From an optimization exercise on the open Yosys and OpenROAD flow, aimed at small area; shortcuts taken in it are not production practice.
In this exercise RTL edits were held to simulation tests only and were not proved equivalent to the original.

[design/flow/config.mk]
export PLATFORM = sky130hd
export DESIGN_NAME = sequential_store
export DESIGN_NICKNAME = sequential_store
export VERILOG_FILES = /design/flow/design.v
export SDC_FILE = /design/flow/constraint.sdc
export NUM_CORES = 4
export LEC_CHECK = 0
export ABC_AREA = 1
export CAP_MARGIN = 20
export CORE_MARGIN = 2
export CORE_UTILIZATION = 40
export SLEW_MARGIN = 20
[design/flow/constraint.sdc]
create_clock -name core_clock -period 10.0 [get_ports {clk_i}]
set_input_delay 2.0000 -clock core_clock [delete_from_list [all_inputs] [get_ports {clk_i}]]
set_output_delay 2.0000 -clock core_clock [all_outputs]
set_load 0.01 [all_outputs]
[design/flow/design.v]
module sequential_store #(
  parameter int unsigned NR_LANES       = 4,
  parameter int unsigned DLEN           = 64,
  parameter int unsigned AXI_DATA_WIDTH = 128,
  parameter int unsigned AXI_ADDR_WIDTH = 64
) (
  input  logic                          clk_i,
  input  logic                          rst_ni,
  input  logic                          rx_shfu_valid_i,
  output logic                          rx_shfu_ready_o,
  input  logic [DLEN*NR_LANES-1:0]      rx_shfu_nb_i,
  input  logic [DLEN/4*NR_LANES-1:0]    rx_shfu_en_i,
  input  logic                          meta_valid_i,
  output logic                          meta_ready_o,
  input  logic [$clog2(DLEN/4*NR_LANES)-1:0] meta_nb_ptr_i,
  input  logic                          txn_valid_i,
  output logic                          txn_ready_o,
  input  logic [AXI_ADDR_WIDTH-1:0]     txn_addr_i,
  input  logic                          txn_is_head_i,
  input  logic                          txn_last_beat_i,
  input  logic [$clog2(AXI_DATA_WIDTH/4):0] txn_lbn_i,
  input  logic                          txn_is_final_i,
  output logic                          w_valid_o,
  input  logic                          w_ready_i,
  output logic [AXI_DATA_WIDTH-1:0]     w_data_o,
  output logic [AXI_DATA_WIDTH/8-1:0]   w_strb_o,
  output logic                          w_last_o
);
  localparam int unsigned BUF_NBS = 64;
  localparam int unsigned BUS_NBS = 32;
  logic         pack_q;       
  logic         hold_v_q;
  logic [255:0] hold_nb_q;
  logic [63:0]  hold_en_q;
  logic [5:0]   nb_ptr_q;
  logic         part_q;       
  logic [4:0]   base_q;       
  logic         w_valid_q, w_last_q;
  logic [127:0] w_data_q;
  logic [15:0]  w_strb_q;
  logic [4:0]   lower, base;
  logic [6:0]   upper, lim, bus_v, hi;
  logic [5:0]   off;
  logic         start, commit, complete, release_e, take;
  assign lower = txn_is_head_i ? txn_addr_i[4:0] : 5'd0;
  assign base  = part_q ? base_q : lower;
  assign upper = txn_last_beat_i ? {1'b0, txn_lbn_i} : 7'd32;
  assign lim      = {2'b00, base} + 7'd64 - {1'b0, nb_ptr_q};
  assign bus_v    = upper - {2'b00, base};
  assign complete = upper <= lim;
  assign hi       = complete ? upper : lim;
  assign off      = nb_ptr_q - {1'b0, base};
  assign start     = !pack_q && txn_valid_i && meta_valid_i;
  assign commit    = pack_q && hold_v_q && txn_valid_i && (!w_valid_q || w_ready_i);
  assign release_e = commit && (!complete || upper == lim || txn_is_final_i);
  assign take      = !hold_v_q || release_e;
  assign rx_shfu_ready_o = rst_ni && take;
  assign meta_ready_o    = rst_ni && start;
  assign txn_ready_o     = commit && complete;
  logic [4:0] src [BUF_NBS];
  logic [4:0] y5 [63];
  logic [4:0] y4 [47];
  logic [4:0] y3 [39];
  logic [4:0] y2 [35];
  logic [4:0] y1 [33];
  logic [4:0] rot [BUS_NBS];
  always_comb begin
    for (int s = 0; s < 64; s++) src[s] = {hold_en_q[s], hold_nb_q[4*s +: 4]};
    for (int i = 0; i < 63; i++) y5[i] = off[5] ? src[(i + 32) % 64] : src[i];
    for (int i = 0; i < 47; i++) y4[i] = off[4] ? y5[i + 16] : y5[i];
    for (int i = 0; i < 39; i++) y3[i] = off[3] ? y4[i + 8] : y4[i];
    for (int i = 0; i < 35; i++) y2[i] = off[2] ? y3[i + 4] : y3[i];
    for (int i = 0; i < 33; i++) y1[i] = off[1] ? y2[i + 2] : y2[i];
    for (int i = 0; i < 32; i++) rot[i] = off[0] ? y1[i + 1] : y1[i];
  end
  logic [BUS_NBS-1:0] rng, m;
  always_comb begin
    for (int j = 0; j < 32; j++) begin
      rng[j] = (j >= int'(base)) && (j < int'(hi));
      m[j]   = rng[j] && rot[j][4];
    end
  end
  always_ff @(posedge clk_i or negedge rst_ni) begin
    if (!rst_ni) begin
      pack_q    <= 1'b0;
      hold_v_q  <= 1'b0;
      w_valid_q <= 1'b0;
    end else begin
      if (start) pack_q <= 1'b1;
      else if (commit && complete && txn_is_final_i) pack_q <= 1'b0;
      if (take) hold_v_q <= rx_shfu_valid_i;
      if (commit && complete) w_valid_q <= 1'b1;
      else if (w_ready_i) w_valid_q <= 1'b0;
    end
  end
  always_ff @(posedge clk_i) begin
    if (take) begin
      hold_nb_q <= rx_shfu_nb_i;
      hold_en_q <= rx_shfu_en_i;
    end
    if (start) begin
      nb_ptr_q <= meta_nb_ptr_i;
      part_q   <= 1'b0;
    end else if (commit) begin
      nb_ptr_q <= complete ? nb_ptr_q + bus_v[5:0] : 6'd0;
      part_q   <= !complete;
    end
    if (commit && !complete) base_q <= lim[4:0];
    if (commit && complete) w_last_q <= txn_last_beat_i;
    if (commit) begin
      for (int j = 0; j < 32; j++)
        if (rng[j] || !part_q) w_data_q[4*j +: 4] <= m[j] ? rot[j][3:0] : 4'h0;
      for (int b = 0; b < 16; b++)
        w_strb_q[b] <= (part_q && w_strb_q[b]) || m[2*b] || m[2*b+1];
    end
  end
  assign w_valid_o = w_valid_q;
  assign w_data_o  = w_data_q;
  assign w_strb_o  = w_strb_q;
  assign w_last_o  = w_last_q;
endmodule
[design/flow/run.sh]
#!/bin/bash
# synth_recipe.tcl (not shown) runs the flow's synth.tcl, then flattens the netlist and writes it again
# the make line also repeats each setting of config.mk as NAME=value (left out here)
make -C /OpenROAD-flow-scripts/flow DESIGN_CONFIG=/design/flow/config.mk WORK_HOME=/design/flow/orfs CLKGATE_MAP_FILE= SYNTH_SCRIPT=/design/flow/synth_recipe.tcl finish
==> impl_metrics.ini, run 1 <==
[worst_hold_path]
min-delay-path-class = flop to flop

[run_status]
run_status = no timing/DRC/antenna violations

[placed_design]
dpl.cell_count = 5689
port-buffer-count = 494
postPlaceCellArea_um2 = 38000
globalplace.congestion = 1.01
place_worst_setup_slack_ns = 1.73
dp_hpwl_mm = 112

[floorplan]
core.rowCount = 103
die_height_um = 288
ios = 554
design.die.area_um2 = 82700
initial_core_util_pct = 40.6
core_um2 = 79300
die_w_um = 288

[global_route]
global_route_usage_over_all_layers_pct = 33.8
number_of_antenna_violations_at_the_first_check_in_global_routing = 8
pin_count_of_the_biggest_net_entering_global_routing = 208
wire_length_of_the_first_global_routing_pass_mm = 205
grt_pass1_vias = 30700
gr-total-overflow = 0

[clock_network]
postCtsResizedCells = 0
path_clk_slew_ns = 0.06
clock_tree_from_tritoncts = built
post_cts_buffers = 0
cts_made_buffers = 53
clk_root_buffer_cell = clkbuf_16
cts_hold_buffers = 0
cts.sinks = 480
htree_levels = 2
clockBufferDepth = 3
clock_insertion_delay_worst_skew_ns = 0.64

[worst_setup_path]
worst_path_most_repeated_cell = nand2_1
critPathArrivalTime_ns = 6.34
critical-path-top-delay-family = buffers and inverters
crit_path_max_fanout = 9
critPathCaptureType = output port
max_stage_delay_ns = 0.57
worst_setup_path_start_kind = input pin
crit_path_cell_trace = clkdlybuf4s50_1 -> nand2_1 -> inv_2 -> a22oi_2 -> inv_2 -> ha_1 -> nand2_1 -> o21ai_1 -> xor2_1 -> inv_1 -> ha_1 -> nand3_1 -> inv_1 -> nand4_1 -> inv_1 -> o21ai_0 -> nand2_1 -> nand2_1 -> a21oi_1 -> clkdlybuf4s50_1
cpMaxStageDelayCell = clkdlybuf4s50_1
cp.buffers_inverters = 7
worst_ep_required_time_ns = 8.00
worst-setup-path-type = input pin to output port

[synthesis]
synthesis.area_um2 = 32200
synthesis.instances = 4379
netlist.top_cell.by_area = edfxtp_1
synth.yosys.seq_area_share_pct = 44.7
synth.top_cells.by_area = edfxtp_1, nand3_1, nand2_1, inv_1, nor2_1
xor_xnor_portion_of_the_synthesized_cell_area_pct = 0.401
postSynthNetCount = 4813
syn_area_per_cell_um2 = 7.34
dominantRegCellSynth = edfxtp_1
synth_top_area_share_pct = 44.5
post_synth_fa_ha_maj_area_fraction_pct = 1.29
postSynthRegisterBits = 480
synth.lib_cells_used.distinct = 40
ys_warn_count = 8
synth_async_sr_flop_share_pct = 0.625
synth-simple-area-share_pct = 42.9
synth_enable_flop_cells = 476
synth_top_family_by_area = simple AND/OR/NAND/NOR gates
compound_cell_area_share_of_the_yosys_netlist_pct = 1.91
synthMuxAreaShare_pct = 0

[sta]
max_slew_margin_pct = 25.8
achievable-frequency_ghz = 0.120
grt_setup_unrepaired = no
setup_viol = 0
tightest_slew_ns = 1.11
holdWs_ns = 0.538
final.setup_skew_ns = 0.0240
fin_tns_setup_ns = 0
slew_violations = 0
post-route-period-util_pct = 83.4
post-route-worst-setup-slack_ns = 1.66
hold_violations = 0
period_needed_ns = 8.34

[drt]
post_drt_wl_per_cell_um = 24.6
dr_total_vias = 33700
post-route-drc-count = 0
detail_route.iter0.violations = 5040
drtAntennaViolNets = 0
drtPass1Iterations = 6
vias_per_cell = 5.81
drt-total-wl_mm = 142

[final_layout]
design.final.nets = 5128
layout.cells.most_common = nand3_1
layout.cells.non_filler = 5789
layout_cells_sized_above_1_pct = 3.42
final_cell_area_um2 = 39800
area_delta_synth_final_pct = 23.6
mostFrequentLayoutCells = nand3_1, nand2_1, clkdlybuf4s50_1

[job]
drv_cap = 0
cell families after synthesis:
| family | Yosys count |
|---|---|
| AO/OA/AOI/OAI | 96 |
| XOR/XNOR | 13 |
| adder cells (fa/ha/maj) | 29 |
| buffers and inverters | 715 |
| flip-flops | 480 |
| AND/OR/NAND/NOR | 3046 |
synth_stat cells (4+ instances only):
cell / number
buf_4: 6
nand2_1: 914
nand3_1: 1855
buf_2: 77
xor2_1: 8
nand4_1: 7
clkbuf_1: 131
edfxtp_1: 476
o21ai_0: 26
a21oi_1: 16
nor2_1: 258
a22oi_1: 5
ha_1: 22
o211ai_1: 33
o21a_1: 4
inv_1: 420
buf_1: 75
inv_2: 5
fa_1: 7
stage by stage:
step                utilization, %
floorplan                        -
global placement              47.9
detailed placement            47.9
CTS                           50.2
global route                  50.2
finish                        50.2
worst register-to-register path: cells and delay by family (launching register included):
family / cells / cell delay, ns
AO/OA/AOI/OAI: 3 / 1.26
AND/OR/NAND/NOR: 12 / 2.38
XOR/XNOR: 1 / 0.27
buffers and inverters: 8 / 1.37
adder cells (fa/ha/maj): 2 / 0.81
flip-flops: 1 / 0.31
flip-flops by register name (all words and copies together) (netlist names):
signal / cells
hold_nb_q: 256
w_data_q: 128
hold_en_q: 64
w_strb_q: 16
nb_ptr_q: 6
base_q: 5
hold_v_q: 1
pack_q: 1
part_q: 1
w_last_q: 1
w_valid_q: 1
cell type report:
cell class	count	area, µm²
diodes	1	2.50
clock buffers	62	1400
clock inverters	37	369
fillers	7787	39500
inverters	426	1610
multi-input cells	3184	15100
flip-flops and latches	480	14400
well taps	1050	1310
repair buffers	549	5610
worst paths after layout:
kind,from,endpoint,slack (ns),depth (start not counted)
max,txn_is_head_i,rx_shfu_ready_o,1.66,20
max reg2reg,part_q$_SDFFE_PP0P_,w_data_q[57]$_SDFFCE_PN0P_,3.20,26
min reg2reg,pack_q$_DFFE_PN0P_,pack_q$_DFFE_PN0P_,0.54,2
min,pack_q$_DFFE_PN0P_,pack_q$_DFFE_PN0P_,0.54,2
max in group asynchronous,rst_ni,pack_q$_DFFE_PN0P_,8.27,1
min in group asynchronous,rst_ni,hold_v_q$_DFFE_PN0N_,1.57,1
metal layers:
metal	share of wire [%]	global-route usage (%)	vias up	routed length (µm)
met2	44	51.6	1935	62300
met3	9.7	6.13	242	13900
met1	42	47.7	15800	59800
li1	-	-	15700	-
met4	4.5	13.1	10	6470
met5	0.048	0	-	69
==> inputs of run 2 (changes only) <==
==> design/flow/flow/run.sh (new file) <==
#!/bin/bash
# Standard ORFS layout (the standard.sh) with two changes:
#  - synthesis maps combinational logic with an area-only ABC script (flow/synth.tcl, flow/area.abc);
#  - port buffers are the smallest buffer (buf_1) instead of the resizer's default pick.
set -euo pipefail
here=$(pwd)
export MY_ABC_SCRIPT=$here/flow/area.abc
bash standard.sh SYNTH_SCRIPT=$here/flow/synth.tcl \
  "BUFFER_PORTS_ARGS=-buffer_cell sky130_fd_sc_hd__buf_1" finish > $here/standard.log 2>&1
==> design/flow/flow/area.abc (new file) <==
strash
dch
amap -F 3 -A 10 -C 1000
topo
==> design/flow/flow/synth.tcl (new file) <==
# synth_recipe.tcl with one change: ABC maps the combinational logic with an area-only script
# (flow/area.abc); everything else, including flip-flop mapping, is ORFS's synthesis unchanged.
proc synth {args} { yosys synth -nofsm -noshare {*}$args }
proc abc {args} {
  set i [lsearch -exact $args -script]
  if {$i >= 0} { lset args [expr {$i + 1}] $::env(MY_ABC_SCRIPT) }
  yosys abc {*}$args
}
source $::env(SCRIPTS_DIR)/synth.tcl
# left out here: clear keep_hierarchy, flatten, clean up, hide names made inside functions, write 1_2_yosys.v
==> design/flow/standard.sh (new file) <==
#!/bin/bash
# synth_recipe.tcl (not shown) runs the flow's synth.tcl, then flattens the netlist and writes it again
# the make line also repeats each setting of config.mk as NAME=value (left out here)
make -C /OpenROAD-flow-scripts/flow DESIGN_CONFIG=/design/flow/config.mk WORK_HOME=/design/flow/orfs CLKGATE_MAP_FILE= SYNTH_SCRIPT=/design/flow/synth_recipe.tcl "${@:-finish}"
--- a/design/flow/config.mk
+++ b/design/flow/config.mk
@@ -5,7 +5,6 @@
 export SDC_FILE = /design/flow/constraint.sdc
 export NUM_CORES = 4
 export LEC_CHECK = 0
-export ABC_AREA = 1
 export CAP_MARGIN = 20
 export CORE_MARGIN = 2
 export CORE_UTILIZATION = 40
removed: design/flow/run.sh
==> run 2 against run 1 <==
Compared with the run above: maximum frequency is 1.9% higher; synthesized cell count is 47% lower; setup slack improved by 0.15 ns.
==> impl_metrics.ini, run 2 <==
[global_route]
global_route_usage_over_all_layers_pct = 28.6
wire_length_of_the_first_global_routing_pass_mm = 150
number_of_antenna_violations_at_the_first_check_in_global_routing = 1
grt_pass1_vias = 23400
pin_count_of_the_biggest_net_entering_global_routing = 226
gr-total-overflow = 0

[final_layout]
finish.utilization_pct = 48.6
area_delta_synth_final_pct = 20.5
final_cell_area_um2 = 32500
fillCellCount = 6180
mostFrequentLayoutCells = o22a_1, buf_1, edfxtp_1
layout_cells_sized_above_1_pct = 5.39
flip_flop_count_of_the_largest_register_all_copies_and_words_added = 256
area_of_the_multi_input_gates_um2 = 12400
biggestRegsByFlops = hold_nb_q x256, w_data_q x128, hold_en_q x64
design.final.nets = 3380
registers.top_by_ff_count = hold_nb_q
seqCellArea_um2 = 14400
layout.cells.most_common = o22a_1

[worst_setup_path]
r2r_start = part_q$_SDFFE_PP0P_
max_stage_delay_ns = 0.61
worst-path-stages = 26
worst_ep_required_time_ns = 10.33
critPathCaptureType = flop
r2r_end = w_strb_q[0]$_DFFE_PP_
reg2reg_setup_slack_ns = 2.24
worst_setup_path_start_kind = input pin
cp.buffers_inverters = 7
critPathLaunch = txn_is_head_i
endpoint = w_strb_q[0]$_DFFE_PP_
critical-path-top-delay-family = compound AO/OA/AOI/OAI gates
crit_path_max_fanout = 14
worst-setup-path-type = input pin to flop
worst_r2r_path_depth = 28
cpMaxStageDelayCell = a32oi_2
critPathArrivalTime_ns = 8.52

[drt]
vias_per_cell = 6.43
post_drt_wl_per_cell_um = 26.7
drt-total-wl_mm = 103
drtAntennaViolNets = 0
dr_total_vias = 24800
detail_route.iter0.violations = 2846
drtPass1Iterations = 5
post-route-drc-count = 0

[worst_hold_path]
min-delay-path-class = flop to flop

[sta]
final.setup_skew_ns = 0.0277
tightest_slew_ns = 1.15
max_slew_margin_pct = 23.6
slew_violations = 0
hold_violations = 0
fin_tns_setup_ns = 0
grt_setup_unrepaired = no
post-route-period-util_pct = 81.9
achievable-frequency_ghz = 0.122
setup_viol = 0
period_needed_ns = 8.19

[floorplan]
initial_core_util_pct = 40.3
core.rowCount = 95
die_height_um = 264
core_um2 = 66900
die_w_um = 264
ios = 554
design.die.area_um2 = 69500

[synthesis]
ys_warn_count = 8
synthMuxAreaShare_pct = 0
synth-simple-area-share_pct = 5.38
synth.lib_cells_used.distinct = 33
postSynthRegisterBits = 480
postSynthNetCount = 2776
compound_cell_area_share_of_the_yosys_netlist_pct = 38.5
dominantRegCellSynth = edfxtp_1
synth_async_sr_flop_share_pct = 0.625
synthMostInstantiatedCell = o22a_1
synthesis.instances = 2342
synth_commonest_cells = o22a_1, edfxtp_1, nor2_1, o22ai_1, a21oi_1
synth_top_area_share_pct = 53.0
synth.top_cells.by_area = edfxtp_1, o22a_1, o22ai_1, nor2_1, a21oi_1
syn_area_per_cell_um2 = 11.5
synth_top_family_by_area = compound AO/OA/AOI/OAI gates
post_synth_fa_ha_maj_area_fraction_pct = 1.54
synth_enable_flop_cells = 476
netlist.top_cell.by_area = edfxtp_1
synth.yosys.seq_area_share_pct = 53.4
xor_xnor_portion_of_the_synthesized_cell_area_pct = 0
synthesis.area_um2 = 27000

[clock_network]
postCtsResizedCells = 0
post_cts_buffers = 0
clock_tree_from_tritoncts = built
htree_levels = 2
cts.sinks = 480
clock_insertion_delay_worst_skew_ns = 0.65
path_clk_slew_ns = 0.06
cts_made_buffers = 54
clockBufferDepth = 3
cts_hold_buffers = 0
clk_root_buffer_cell = clkbuf_16

[placed_design]
globalplace.congestion = 0.919
dp_hpwl_mm = 74.7
port-buffer-count = 494
postPlaceCellArea_um2 = 30600

[job]
drv_cap = 0

[run_status]
run_status = no timing/DRC/antenna violations
run 2: changes by cell type after synthesis, moves of 47 or more:
| cell | change |
|---|---|
| nand3_1 | -1851 |
| nand2_1 | -879 |
| o22a_1 | +685 |
| inv_1 | -420 |
| o22ai_1 | +226 |
| a21oi_1 | +150 |
| clkbuf_1 | -131 |
| a22oi_1 | +84 |
| clkinv_1 | +84 |
| buf_2 | -77 |
| buf_1 | -75 |
| nor2_1 | +70 |
| o221ai_1 | +49 |
| o21ai_0 | +47 |
run 2: area by class of cell:
class / instances / area share, %
multi-input cells: 1777 / 38.2
clock buffers: 63 / 4.26
diodes: 1 / 0.00770
flip-flops and latches: 480 / 44.3
clock inverters: 35 / 1.54
inverters: 85 / 1.14
repair buffers: 548 / 7.22
well taps: 873 / 3.36
run 2: how the worst min path moves through the flow:
stage	startpoint	to	slack (ns)	depth (start not counted)
after floorplan	pack_q$_DFFE_PN0P_	pack_q$_DFFE_PN0P_	0.47	2
after global placement	pack_q$_DFFE_PN0P_	pack_q$_DFFE_PN0P_	0.50	2
after detailed placement	pack_q$_DFFE_PN0P_	pack_q$_DFFE_PN0P_	0.52	2
after CTS	pack_q$_DFFE_PN0P_	pack_q$_DFFE_PN0P_	0.53	2
after global routing	pack_q$_DFFE_PN0P_	pack_q$_DFFE_PN0P_	0.57	2
final	pack_q$_DFFE_PN0P_	pack_q$_DFFE_PN0P_	0.53	2
run 2: per-layer routing:
metal	track usage, %	vias up	part of all wire (%)
met5	0	-	0
met4	8.43	0	2.9
met3	4.17	133	7.1
met2	46.7	1018	47
met1	39.4	12300	43
li1	-	11400	-
run 2: kinds of logic after synthesis:
| logic type | Yosys count |
|---|---|
| fa+ha+maj | 29 |
| buf+inv | 85 |
| compound gates | 1370 |
| flops | 480 |
| simple gates | 378 |
run 2: through the flow:
step | instances | hold WS (ns) | setup WS [ns]
after floorplan | 2342 | 0.467 | -22.72
final | 3862 | 0.533 | 1.81
after global routing | 3862 | 0.574 | 1.35
after detailed placement | 3763 | 0.516 | 1.33
after CTS | 3861 | 0.532 | 1.79
after global placement | 3763 | 0.503 | 1.35
run 2: worst register-to-register path: cells and delay by family (launching register included):
| family | cells | cell delay (ns) |
|---|---|---|
| compound gates | 9 | 2.72 |
| flops | 1 | 0.32 |
| fa+ha+maj | 2 | 0.78 |
| simple gates | 8 | 1.38 |
| buf+inv | 9 | 2.27 |
==> inputs of run 3 (changes only) <==
--- a/design/flow/design.v
+++ b/design/flow/design.v
@@ -58,20 +58,34 @@
   assign meta_ready_o    = rst_ni && start;
   assign txn_ready_o     = commit && complete;
   logic [4:0] src [BUF_NBS];
-  logic [4:0] y5 [63];
+  logic [4:0] y5n [63];
   logic [4:0] y4 [47];
-  logic [4:0] y3 [39];
+  logic [4:0] y3n [39];
   logic [4:0] y2 [35];
-  logic [4:0] y1 [33];
+  logic [4:0] y1n [33];
   logic [4:0] rot [BUS_NBS];
-  always_comb begin
-    for (int s = 0; s < 64; s++) src[s] = {hold_en_q[s], hold_nb_q[4*s +: 4]};
-    for (int i = 0; i < 63; i++) y5[i] = off[5] ? src[(i + 32) % 64] : src[i];
-    for (int i = 0; i < 47; i++) y4[i] = off[4] ? y5[i + 16] : y5[i];
-    for (int i = 0; i < 39; i++) y3[i] = off[3] ? y4[i + 8] : y4[i];
-    for (int i = 0; i < 35; i++) y2[i] = off[2] ? y3[i + 4] : y3[i];
-    for (int i = 0; i < 33; i++) y1[i] = off[1] ? y2[i + 2] : y2[i];
-    for (int i = 0; i < 32; i++) rot[i] = off[0] ? y1[i + 1] : y1[i];
+  logic [5:0] s, sn;
+  assign s  = off;
+  assign sn = ~off;
+  always_comb
+    for (int k = 0; k < 64; k++) src[k] = {hold_en_q[k], hold_nb_q[4*k +: 4]};
+  for (genvar i = 0; i < 63; i++) begin : g_st5
+    sequential_store_aoi u (.s(sn[5]), .a(src[i]), .t(s[5]), .b(src[(i + 32) % 64]), .y(y5n[i]));
+  end
+  for (genvar i = 0; i < 47; i++) begin : g_st4
+    sequential_store_oai u (.s(s[4]), .a(y5n[i]), .t(sn[4]), .b(y5n[i + 16]), .y(y4[i]));
+  end
+  for (genvar i = 0; i < 39; i++) begin : g_st3
+    sequential_store_aoi u (.s(sn[3]), .a(y4[i]), .t(s[3]), .b(y4[i + 8]), .y(y3n[i]));
+  end
+  for (genvar i = 0; i < 35; i++) begin : g_st2
+    sequential_store_oai u (.s(s[2]), .a(y3n[i]), .t(sn[2]), .b(y3n[i + 4]), .y(y2[i]));
+  end
+  for (genvar i = 0; i < 33; i++) begin : g_st1
+    sequential_store_aoi u (.s(sn[1]), .a(y2[i]), .t(s[1]), .b(y2[i + 2]), .y(y1n[i]));
+  end
+  for (genvar i = 0; i < 32; i++) begin : g_st0
+    sequential_store_oai u (.s(s[0]), .a(y1n[i]), .t(sn[0]), .b(y1n[i + 1]), .y(rot[i]));
   end
   logic [BUS_NBS-1:0] rng, m;
   always_comb begin
@@ -119,3 +133,21 @@
   assign w_strb_o  = w_strb_q;
   assign w_last_o  = w_last_q;
 endmodule
+module sequential_store_aoi (
+  input  logic       s,
+  input  logic [4:0] a,
+  input  logic       t,
+  input  logic [4:0] b,
+  output logic [4:0] y
+);
+  assign y = ~(({5{s}} & a) | ({5{t}} & b));
+endmodule
+module sequential_store_oai (
+  input  logic       s,
+  input  logic [4:0] a,
+  input  logic       t,
+  input  logic [4:0] b,
+  output logic [4:0] y
+);
+  assign y = ~(({5{s}} | a) & ({5{t}} | b));
+endmodule
==> design/flow/flow/run.sh (replaced) <==
#!/bin/bash
# Standard ORFS layout (the standard.sh) with these changes:
#  - synthesis maps combinational logic with an area-only ABC script (flow/synth.tcl, flow/area.abc);
#  - the rotation stage cells (sequential_store_aoi/_oai) are mapped on their own before the
#    design is flattened, so each stage element becomes a single inverting cell;
#  - port buffers are the smallest buffer (buf_1) instead of the resizer's default pick.
set -euo pipefail
here=$(pwd)
export MY_ABC_SCRIPT=$here/flow/area.abc
bash standard.sh SYNTH_SCRIPT=$here/flow/synth.tcl \
  "SYNTH_KEEP_MODULES=sequential_store_aoi sequential_store_oai" \
  "BUFFER_PORTS_ARGS=-buffer_cell sky130_fd_sc_hd__buf_1" finish > $here/standard.log 2>&1
--- a/design/flow/config.mk
+++ b/design/flow/config.mk
@@ -8,4 +8,5 @@
 export CAP_MARGIN = 20
 export CORE_MARGIN = 2
 export CORE_UTILIZATION = 40
+export CTS_BUF_LIST = sky130_fd_sc_hd__clkbuf_4
 export SLEW_MARGIN = 20
==> run 3 against run 2 <==
Compared with the run above: die area is 3.9% lower; sequential share of layout area rose by 1.9 points; register-to-register slack better by 0.23 ns; maximum frequency decreased by 0.47%; synthesized cell count down 6.1%; core utilization barely moved; critical path type is now flop to output port; critical endpoint is now txn_ready_o; highest routed layer is now met5.
==> impl_metrics.ini, run 3 <==
[drt]
vias_per_cell = 6.45
drtPass1Iterations = 8
dr_total_vias = 24700
drt-total-wl_mm = 100
detail_route.iter0.violations = 3027
drtAntennaViolNets = 0
post-route-drc-count = 0
post_drt_wl_per_cell_um = 26.2

[synthesis]
synthMostInstantiatedCell = a22oi_1
synth_enable_flop_cells = 476
postSynthNetCount = 2633
synth.lib_cells_used.distinct = 31
synth.top_cells.by_area = edfxtp_1, a22oi_1, o22ai_1, nor2b_1, ha_1
synthesis.area_um2 = 25900
ys_warn_count = 9
postSynthRegisterBits = 480
synth.yosys.seq_area_share_pct = 55.6
netlist.top_cell.by_area = edfxtp_1
dominantRegCellSynth = edfxtp_1
synth_commonest_cells = a22oi_1, o22ai_1, edfxtp_1, nor2b_1, clkinv_1
syn_area_per_cell_um2 = 11.8
synthesis.instances = 2199
synth_top_area_share_pct = 55.2
synth_async_sr_flop_share_pct = 0.625

[worst_setup_path]
critPathArrivalTime_ns = 6.23
critical-path-top-delay-family = buffers and inverters
worst-setup-path-type = flop to output port
crit_path_cell_trace = buf_4 -> clkinv_2 -> a32oi_4 -> clkinv_4 -> ha_4 -> clkinv_2 -> nor2_1 -> nor2_1 -> o21ai_0 -> clkinv_1 -> o22ai_1 -> clkinv_1 -> ha_1 -> a32o_1 -> nor3_1 -> nor3_1 -> buf_4 -> nor2_1 -> buf_1
cp.buffers_inverters = 8
r2r_end = w_data_q[91]$_SDFFCE_PN0P_
worst_path_most_repeated_cell = nor2_1
reg2reg_setup_slack_ns = 2.47
worst_ep_required_time_ns = 8.00
worst_setup_path_start_kind = flop
r2r_start = part_q$_SDFFE_PP0P_
crit_path_max_fanout = 35
critPathCaptureType = output port
worst_r2r_path_depth = 20
max_stage_delay_ns = 0.69
cpMaxStageDelayCell = a32oi_4

[sta]
hold_violations = 0
setup_viol = 0
grt_setup_unrepaired = no
tightest_slew_ns = 1.13
period_needed_ns = 8.23
post-route-period-util_pct = 82.3
final.setup_skew_ns = 0.0576
max_slew_margin_pct = 24.4
slew_violations = 0
achievable-frequency_ghz = 0.122

[floorplan]
die_w_um = 258
ios = 554
initial_core_util_pct = 40.3
die_height_um = 258
core_um2 = 64200
core.rowCount = 93
design.die.area_um2 = 66800

[final_layout]
registers.top_by_ff_count = hold_nb_q
biggestRegsByFlops = hold_nb_q x256, w_data_q x128, hold_en_q x64
seqCellArea_um2 = 14400
flip_flop_count_of_the_largest_register_all_copies_and_words_added = 256
layout.cells.most_common = a22oi_1
fillCellCount = 6073
finish.utilization_pct = 48.5
area_delta_synth_final_pct = 20.4
design.final.nets = 3304
mostFrequentLayoutCells = a22oi_1, o22ai_1, buf_1
layout_cells_sized_above_1_pct = 9.23
area_of_the_multi_input_gates_um2 = 11400

[placed_design]
globalplace.congestion = 0.945
dp_hpwl_mm = 74.3
port-buffer-count = 494

[global_route]
gr-total-overflow = 0
number_of_antenna_violations_at_the_first_check_in_global_routing = 7
grt_pass1_vias = 22800
global_route_usage_over_all_layers_pct = 28.9
wire_length_of_the_first_global_routing_pass_mm = 143
pin_count_of_the_biggest_net_entering_global_routing = 196

[worst_hold_path]
min-delay-path-class = flop to flop
timing.hold.worst_path_depth = 2
worstHoldEndpoint = w_valid_q$_DFFE_PN0P_
timing.hold.worst.start = w_valid_q$_DFFE_PN0P_

[clock_network]
clock_insertion_delay_worst_skew_ns = 0.93
clk_root_buffer_cell = clkbuf_4
clock_tree_from_tritoncts = built
clockBufferDepth = 3
cts.sinks = 480
cts_made_buffers = 136
path_clk_slew_ns = 0.06
post_cts_buffers = 0
postCtsResizedCells = 0
htree_levels = 4
cts_hold_buffers = 0

[job]
drv_cap = 0

[run_status]
run_status = no timing/DRC/antenna violations
run 3: final cells by class:
type / count / area share (%)
Inverter: 64 / 0.976
Tap cell: 855 / 3.43
Clock buffer: 191 / 4.60
Clock inverter: 46 / 0.964
Antenna cell: 4 / 0.0321
Sequential cell: 480 / 46.2
Multi-Input combinational cell: 1655 / 36.7
Timing Repair Buffer: 533 / 7.13
run 3: how the worst max path moves through the flow:
stage	cells after the start	startpoint	slack (ns)	end
floorplan	14	txn_is_head_i	-22.87	rx_shfu_ready_o
global placement	26	txn_is_head_i	2.00	w_strb_q[2]$_DFFE_PP_
detailed placement	26	txn_is_head_i	1.99	w_strb_q[3]$_DFFE_PP_
CTS	19	part_q$_SDFFE_PP0P_	1.74	txn_ready_o
global route	19	part_q$_SDFFE_PP0P_	1.35	txn_ready_o
finish	19	part_q$_SDFFE_PP0P_	1.77	txn_ready_o
run 3: cells by family after synthesis:
| group | count (synthesis) | synth area share, % |
|---|---|---|
| AOI/OAI and AO/OA | 1375 | 36.6 |
| adders and majority gates | 29 | 1.60 |
| buffers and inverters | 64 | 0.928 |
| DFF | 480 | 55.6 |
| and+or+nand+nor | 251 | 5.27 |
run 3: modules after synthesis, one instance, submodules excluded:
module / cell area [µm²] / cells
sequential_store: 17300 / 954
sequential_store_oai: 31.3 / 5
sequential_store_aoi: 37.5 / 5
run 3: worst register-to-register path, delay by kind of cell, from the launching register on:
family | cells | cell delay, ns
flip-flops | 1 | 0.31
adder cells (fa/ha/maj) | 1 | 0.34
AND/OR/NAND/NOR | 3 | 0.42
buffers and inverters | 6 | 2.58
AO/OA/AOI/OAI | 10 | 3.63
run 3: metrics by stage:
| stage | setup TNS (ns) | setup WS, ns | instance area [µm²] | hold WS, ns | instances |
|---|---|---|---|---|---|
| global route | 0 | 1.35 | 31200 | 0.594 | 3828 |
| CTS | 0 | 1.74 | 31200 | 0.565 | 3824 |
| finish | 0 | 1.77 | 31200 | 0.564 | 3828 |
| global placement | 0 | 2.00 | 29400 | 0.555 | 3587 |
| detailed placement | 0 | 1.99 | 29400 | 0.555 | 3587 |
| floorplan | -6872.95 | -22.87 | 26100 | 0.466 | 2199 |
run 3: routing by layer:
metal  vias up  global-route usage (%)  wire length, µm
li1      11400                       -                -
met3       158                    6.64             8330
met2      1223                    45.7            46700
met4         2                    11.0             3220
met5         -                       0               13
met1     11900                    38.7            42000
==> inputs of run 4 (changes only) <==
--- a/design/flow/config.mk
+++ b/design/flow/config.mk
@@ -8,5 +8,6 @@
 export CAP_MARGIN = 20
 export CORE_MARGIN = 2
 export CORE_UTILIZATION = 40
-export CTS_BUF_LIST = sky130_fd_sc_hd__clkbuf_4
+export CTS_BUF_LIST = sky130_fd_sc_hd__clkbuf_8
+export CTS_CLUSTER_SIZE = 30
 export SLEW_MARGIN = 20
==> run 4 against run 3 <==
Compared with the run above: critical path depth stayed put; first-iteration DRC count decreased by 7.6%; core utilization fell by 0.17 points; flip-flop and latch count is the same; clock-buffer cell count down 103; wire length decreased by 0.54%; critical path type unchanged; critical endpoint unchanged.
==> impl_metrics.ini, run 4 <==
[run_status]
run_status = no timing/DRC/antenna violations

[worst_setup_path]
worst-setup-path-type = flop to output port
critPathLaunch = part_q$_SDFFE_PP0P_
critPathCaptureType = output port
critPathArrivalTime_ns = 5.97
crit_path_cell_trace = buf_4 -> clkinv_2 -> a32oi_4 -> clkinv_4 -> ha_4 -> clkinv_2 -> nor2_1 -> nor2_1 -> o21ai_0 -> clkinv_1 -> o22ai_1 -> clkinv_1 -> ha_1 -> a32o_1 -> nor3_1 -> nor3_1 -> buf_4 -> nor2_1 -> buf_1
cp.buffers_inverters = 8
max_stage_delay_ns = 0.67
r2r_start = part_q$_SDFFE_PP0P_
worst_path_most_repeated_cell = nor2_1
crit_path_max_fanout = 35
cpMaxStageDelayCell = a32oi_4
critical-path-top-delay-family = buffers and inverters
worst_ep_required_time_ns = 8.00
worst_setup_path_start_kind = flop

[global_route]
number_of_antenna_violations_at_the_first_check_in_global_routing = 7
grt_pass1_vias = 22400
pin_count_of_the_biggest_net_entering_global_routing = 196
gr-total-overflow = 0
wire_length_of_the_first_global_routing_pass_mm = 142
global_route_usage_over_all_layers_pct = 28.6

[clock_network]
postCtsResizedCells = 0
cts_made_buffers = 87
post_cts_buffers = 0
clockBufferDepth = 3
path_clk_slew_ns = 0.07
clock_tree_from_tritoncts = built
clock_insertion_delay_worst_skew_ns = 0.71
cts_hold_buffers = 0
clk_root_buffer_cell = clkbuf_8
htree_levels = 3
cts.sinks = 480

[sta]
max_slew_margin_pct = 21.4
grt_setup_unrepaired = no
final.setup_skew_ns = 0.0454
post-route-period-util_pct = 79.7
achievable-frequency_ghz = 0.125
hold_violations = 0
post-route-worst-setup-slack_ns = 2.03
slew_violations = 0
period_needed_ns = 7.97
tightest_slew_ns = 1.18
setup_viol = 0

[placed_design]
globalplace.congestion = 0.945
port-buffer-count = 494
place_worst_setup_slack_ns = 1.99
dp_hpwl_mm = 74.3

[drt]
drtPass1Iterations = 6
drt-total-wl_mm = 99.7
vias_per_cell = 6.49
post_drt_wl_per_cell_um = 26.6
post-route-drc-count = 0
detail_route.iter0.violations = 2797
dr_total_vias = 24300
drtAntennaViolNets = 0

[final_layout]
finish.utilization_pct = 48.4
layout_cells_sized_above_1_pct = 6.54
registers.top_by_ff_count = hold_nb_q
design.final.nets = 3255
biggestRegsByFlops = hold_nb_q x256, w_data_q x128, hold_en_q x64
layout.cells.most_common = a22oi_1
fillCellCount = 6013
mostFrequentLayoutCells = a22oi_1, o22ai_1, buf_1
area_delta_synth_final_pct = 20.0
flip_flop_count_of_the_largest_register_all_copies_and_words_added = 256

[floorplan]
die_height_um = 258
ios = 554
die_w_um = 258
core_um2 = 64200
design.die.area_um2 = 66800
core.rowCount = 93
initial_core_util_pct = 40.3

[synthesis]
netlist.top_cell.by_area = edfxtp_1
syn_area_per_cell_um2 = 11.8
synth_top_area_share_pct = 55.2
dominantRegCellSynth = edfxtp_1
synthesis.instances = 2199
synth.top_cells.by_area = edfxtp_1, a22oi_1, o22ai_1, nor2b_1, ha_1
synth_commonest_cells = a22oi_1, o22ai_1, edfxtp_1, nor2b_1, clkinv_1
synth.yosys.seq_area_share_pct = 55.6
postSynthRegisterBits = 480
synthesis.area_um2 = 25900
synth_async_sr_flop_share_pct = 0.625
synth.lib_cells_used.distinct = 31
synthMostInstantiatedCell = a22oi_1
ys_warn_count = 9
postSynthNetCount = 2633
synth_enable_flop_cells = 476

[worst_hold_path]
min-delay-path-class = flop to flop
timing.hold.worst.start = w_valid_q$_DFFE_PN0P_

[job]
drv_cap = 0
-- run 4: cell counts after synthesis --
Identical to the previous run, type by type.
-- run 4: tightest hold or removal path, stage by stage (launching register included) --
cell	delay, ns
dfrtp_1	0.38
clkinv_1	0.06
o22ai_1	0.08
-- run 4: layout make-up --
cell class	instances	area, µm²	share of cell area, %
Sequential cell	480	14400	46.3
Antenna cell	4	10.0	0.0322
Timing Repair Buffer	533	2220	7.15
Multi-Input combinational cell	1655	11400	36.8
Clock buffer	88	1210	3.90
Inverter	64	304	0.979
Clock inverter	68	415	1.34
Tap cell	855	1070	3.44
-- run 4: metal layers --
| layer | up-vias | part of all wire, % | wire [µm] | global-route usage (%) |
|---|---|---|---|---|
| met5 | - | 0.023 | 23 | 0 |
| met4 | 4 | 3.6 | 3550 | 10.1 |
| met3 | 159 | 8.7 | 8680 | 6.50 |
| met2 | 1164 | 46 | 46300 | 45.7 |
| met1 | 11800 | 41 | 41100 | 38.1 |
| li1 | 11200 | - | - | - |
-- run 4: Yosys stat by module (local to each module, per instance) --
| module | flops+latches | cell area (µm²) | copies in the design | cells |
|---|---|---|---|---|
| sequential_store_aoi | 0 | 37.5 | 135 | 5 |
| sequential_store | 480 | 17300 | 1 | 954 |
| sequential_store_oai | 0 | 31.3 | 114 | 5 |
-- run 4: cells by family (layout without fill, tap and decap cells) --
| group | count (synthesis) | count (layout) | synth area share, % |
|---|---|---|---|
| flip-flops | 480 | 480 | 55.6 |
| adder cells (fa/ha/maj) | 29 | 29 | 1.60 |
| AO/OA/AOI/OAI | 1375 | 1375 | 36.6 |
| buffers and inverters | 64 | 753 | 0.928 |
| AND/OR/NAND/NOR | 251 | 251 | 5.27 |
| other | 0 | 4 | 0 |
-- run 4: per-stage QoR --
stage          setup TNS [ns]  std cells  instance area, µm²  hold WS [ns]
6_report                    0       3747               31100         0.564
5_1_grt                     0       3746               31100         0.594
4_1_cts                     0       3743               31000         0.565
3_5_place_dp                0       3587               29400         0.555
3_3_place_gp                0       3587               29400         0.555
2_1_floorplan        -6872.95       2199               26100         0.466
-- run 4: worst paths after layout --
path | to | slack (ns) | cells past startpoint
worst min-delay path | w_valid_q$_DFFE_PN0P_ | 0.56 | 2
worst max register to register | w_strb_q[3]$_DFFE_PP_ | 2.50 | 27
worst max-delay path | txn_ready_o | 2.03 | 19
worst min register to register | w_valid_q$_DFFE_PN0P_ | 0.56 | 2
min in group asynchronous | w_valid_q$_DFFE_PN0P_ | 1.17 | 1
max in group asynchronous | pack_q$_DFFE_PN0P_ | 8.60 | 1

## re-timing with driven ports
The results above use ideal ports. As a check the final layouts listed here were re-extracted and re-timed, cells and wires unchanged. Step 1 sets driving cells, clkbuf_16 on the clock port and buf_2 on the other inputs (assumed; they add their load-dependent delay and slew). Step 2, shift: input delay + t, output delay - t, t = (earliest + latest rising clock arrival at the registers) / 2. This alone moves slack from input paths to output paths. Slacks: ideal / step 1 / step 2; pairs: ideal / step 1.
run | t, ns | slack for setup (ns) | worst setup path at the end | latest minus earliest clock arrival (ns) | worst slew at a driven data input, ns
run 1 | 0.693 | 1.656 / 1.633 / 1.633 | input to output | 0.025 / 0.025 | 0.10
run 2 | 0.695 | 1.809 / 1.762 / 1.124 | input to register | 0.028 / 0.028 | 0.09
run 3 | 0.967 | 1.770 / 1.711 / 1.861 | input to register | 0.061 / 0.061 | 0.09
run 4 | 0.742 | 2.026 / 1.968 / 1.861 | input to register | 0.046 / 0.045 | 0.08
After both steps every run listed still meets setup and hold. The setup slack of run 2, which loses most, moves by -0.047 ns with the drivers and by -0.685 ns with both steps.
